Source: an optimization exercise on an open RTL-to-GDS flow (aim: small area, a short achievable clock period and few clock cycles per item). Production flows keep margins and buffers that such runs may drop. At most, simulation tests tie the RTL to the original design; equivalence was not proved. Power is estimated from default activity; no workload was simulated.

## motion_standby_decider
module motion_standby_decider #(
   parameter int TIME_BITS  = 32,
   parameter int ACCEL_BITS = 16
) (
   input  logic                                 clock,
   input  logic                                 reset,
   input  logic                                 csr_wr_en,
   input  logic [msd_pkg::CSR_INDEX_BITS-1:0]   csr_index,
   input  logic [msd_pkg::CSR_DATA_BITS-1:0]    csr_wr_data,
   input  logic                                 req_valid,
   output logic                                 req_stall,
   input  logic [1:0]                           req_kind,
   input  logic [TIME_BITS-1:0]                 req_now_ms,
   input  logic [1:0]                           req_screen_context,
   input  logic [1:0]                           req_flat_class,
   input  logic signed [ACCEL_BITS-1:0]         req_accel_x,
   input  logic signed [ACCEL_BITS-1:0]         req_accel_y,
   input  logic signed [ACCEL_BITS-1:0]         req_accel_z,
   output logic                                 rsp_valid,
   input  logic                                 rsp_stall,
   output logic [1:0]                           rsp_verdict,
   output logic                                 rsp_screen_off,
   output logic                                 rsp_standby_now,
   output logic                                 rsp_wake_allowed
);
For scale: ~3100 cells after synthesis, ~370 flip-flops, about 130 I/O pins, roughly 22000 sq um of cells after synthesis.
export LEC_CHECK = 0
export CAP_MARGIN = 20
export CORE_MARGIN = 2
export CORE_UTILIZATION = 60
export SLEW_MARGIN = 20
create_clock -name core_clock -period 16.0 [get_ports {clock}]
standard.sh (not shown) runs the stock make flow with config.mk's settings and CLKGATE_MAP_FILE= SYNTH_SCRIPT=/design/flow/synth_recipe.tcl, a recipe that flattens the netlist after the stock synthesis.
==> flow/flow/run.sh <==
#!/bin/bash
# Standard layout with these changes:
# - synthesis maps the logic with flow/abc_delay.script (ABC delay target 3000 ps) through
#   flow/my_synth.tcl, and leaves adders to ABC (no full-adder cell extraction), so ABC
#   sees whole arithmetic paths; registers are untouched;
# - port buffers are plain buf_1 cells;
# - timing repair aims at a setup margin (slack to keep in reserve) of 11.6 ns;
# - the clock tree uses clkbuf_8 cells over clusters of up to 12 registers, without dummy loads.
set -euo pipefail
export MY_ABC_SCRIPT=$PWD/flow/abc_delay.script
export BUFFER_PORTS_ARGS="-buffer_cell sky130_fd_sc_hd__buf_1"
export CTS_ARGS="-sink_clustering_enable -repair_clock_nets -dont_use_dummy_load -buf_list sky130_fd_sc_hd__clkbuf_8 -sink_clustering_size 12 -sink_clustering_max_diameter 50"
bash standard.sh SYNTH_SCRIPT=$PWD/flow/my_synth.tcl ADDER_MAP_FILE= SETUP_SLACK_MARGIN=11.6 finish > make_finish.log 2>&1
==> flow/flow/abc_delay.script <==
strash
dch
map -D 3000 -B 0.9
topo
stime -c
buffer -c
upsize -c -D 3000
dnsize -c -D 3000
==> flow/flow/my_synth.tcl <==
proc synth {args} { yosys synth -nofsm -noshare {*}$args }
# technology mapping with this flow's own ABC script (MY_ABC_SCRIPT) in place of ORFS's
proc abc {args} {
  set i [lsearch -exact $args -script]
  if {$i >= 0 && [info exists ::env(MY_ABC_SCRIPT)]} {
    set args [lreplace $args [expr {$i + 1}] [expr {$i + 1}] $::env(MY_ABC_SCRIPT)]
  }
  yosys abc {*}$args
}
source $::env(SCRIPTS_DIR)/synth.tcl
# left out here: clear keep_hierarchy, flatten, clean up, hide names made inside functions, write 1_2_yosys.v
The baseline completed with no timing, DRC or antenna violations.
Next try:
--- a/flow/design.v
+++ b/flow/design.v
@@ -124,29 +124,29 @@
    assign face_down   = flat_ff == msd_pkg::FLAT_DOWN;
    assign reading_ctx = !ctx_ff[1];
    assign idle_ctx    = ctx_ff[0] ^ ctx_ff[1];
    assign ctx_new     = !kind_ff[1] && (!ctx_seen_ff || ctx_ff != prev_ctx_ff);
    assign same_face   = flat_ff == hold_face_ff;
    assign lift_pend   = hold_face_ff[0];
    localparam int DW = DRIFT_BITS + 2;
    logic [DW-1:0] ex, ey, ez, rx, ry, rz, xx, xy, xz, gx, gy, gz;
    logic          sx, sy, sz;
    logic [DW-1:0] t1s, t1c, t2s, t2c, o2a, o2b, t3s, t3c, o3a, t4s, t4c, o4a, o4b, t5s, t5c, o5a, o5b, pm;
-   assign ex = DW'($signed(ax_ff));
-   assign ey = DW'($signed(ay_ff));
-   assign ez = DW'($signed(az_ff));
-   assign rx = DW'($signed(ref_x_ff));
-   assign ry = DW'($signed(ref_y_ff));
-   assign rz = DW'($signed(ref_z_ff));
-   assign sx = $signed(ax_ff) < $signed(ref_x_ff);
-   assign sy = $signed(ay_ff) < $signed(ref_y_ff);
-   assign sz = $signed(az_ff) < $signed(ref_z_ff);
+   assign ex = {{(DW-ACCEL_BITS){ax_ff[ACCEL_BITS-1]}}, ax_ff};
+   assign ey = {{(DW-ACCEL_BITS){ay_ff[ACCEL_BITS-1]}}, ay_ff};
+   assign ez = {{(DW-ACCEL_BITS){az_ff[ACCEL_BITS-1]}}, az_ff};
+   assign rx = {{(DW-ACCEL_BITS){ref_x_ff[ACCEL_BITS-1]}}, ref_x_ff};
+   assign ry = {{(DW-ACCEL_BITS){ref_y_ff[ACCEL_BITS-1]}}, ref_y_ff};
+   assign rz = {{(DW-ACCEL_BITS){ref_z_ff[ACCEL_BITS-1]}}, ref_z_ff};
+   assign sx = {!ax_ff[ACCEL_BITS-1], ax_ff[ACCEL_BITS-2:0]} < {!ref_x_ff[ACCEL_BITS-1], ref_x_ff[ACCEL_BITS-2:0]};
+   assign sy = {!ay_ff[ACCEL_BITS-1], ay_ff[ACCEL_BITS-2:0]} < {!ref_y_ff[ACCEL_BITS-1], ref_y_ff[ACCEL_BITS-2:0]};
+   assign sz = {!az_ff[ACCEL_BITS-1], az_ff[ACCEL_BITS-2:0]} < {!ref_z_ff[ACCEL_BITS-1], ref_z_ff[ACCEL_BITS-2:0]};
    assign xx = ~(ex ^ rx);
    assign xy = ~(ey ^ ry);
    assign xz = ~(ez ^ rz);
    assign gx = sx ? (ex & ~rx) : (~ex & rx);
    assign gy = sy ? (ey & ~ry) : (~ey & ry);
    assign gz = sz ? (ez & ~rz) : (~ez & rz);
    assign t1s = xx ^ xy ^ xz;
    assign t1c = (xx & xy) | (xx & xz) | (xy & xz);
    assign o2a = {t1c[DW-2:0], 1'b1};
    assign o2b = DW'(still_thresh_ff);
Clock skew goes down by 8.8 ps.
First-iteration DRC count came out lower by 13%.
Count of clock-buffer cells in the layout goes up by 3.
Setup slack is better by 8.8 ps.
Total power drops by 1.1%.
Wire length is lower by 3.4%.
Global-route usage falls by 1.1 points.
Sequential power is about the same.
Final cell count came out higher by 1.4%.
Hold slack is about the same.
Core utilization fell by 2.6 points.
Testbench counts after the change, summed over its fixed seeds: cycles 24,016, items 24,000.
Only the layout flow was run in the first run of this note; the RTL was not checked for function there.

## separate check: timing with driven ports
The results above use ideal ports. As a check the final layouts listed here were re-extracted and re-timed, cells and wires unchanged. Step 1 (the two cells are an assumption about what drives the block):
set clk [get_ports {clock}]
set_driving_cell -lib_cell sky130_fd_sc_hd__clkbuf_16 $clk
set_driving_cell -lib_cell sky130_fd_sc_hd__buf_2 [delete_from_list [all_inputs] $clk]
Step 2 times the ports against the registers' clock, not the clock port: input delays grow and output delays shrink by t, the midpoint of the rising clock arrivals with the driver on. a / b / c = ideal ports / drivers / drivers and shift; a / b = the first two.
run | t, ns | setup slack, ns | worst hold slack (ns)
the first run | 0.667 | 11.632 / 11.582 / 11.035 | 0.434 / 0.434 / 0.434
the second run | 0.660 | 11.641 / 11.606 / 11.009 | 0.432 / 0.432 / 0.432
After both steps setup and hold are still met in every run listed. The setup slack of the second run, which loses most, moves by -0.035 ns with the drivers and by -0.632 ns with both steps.
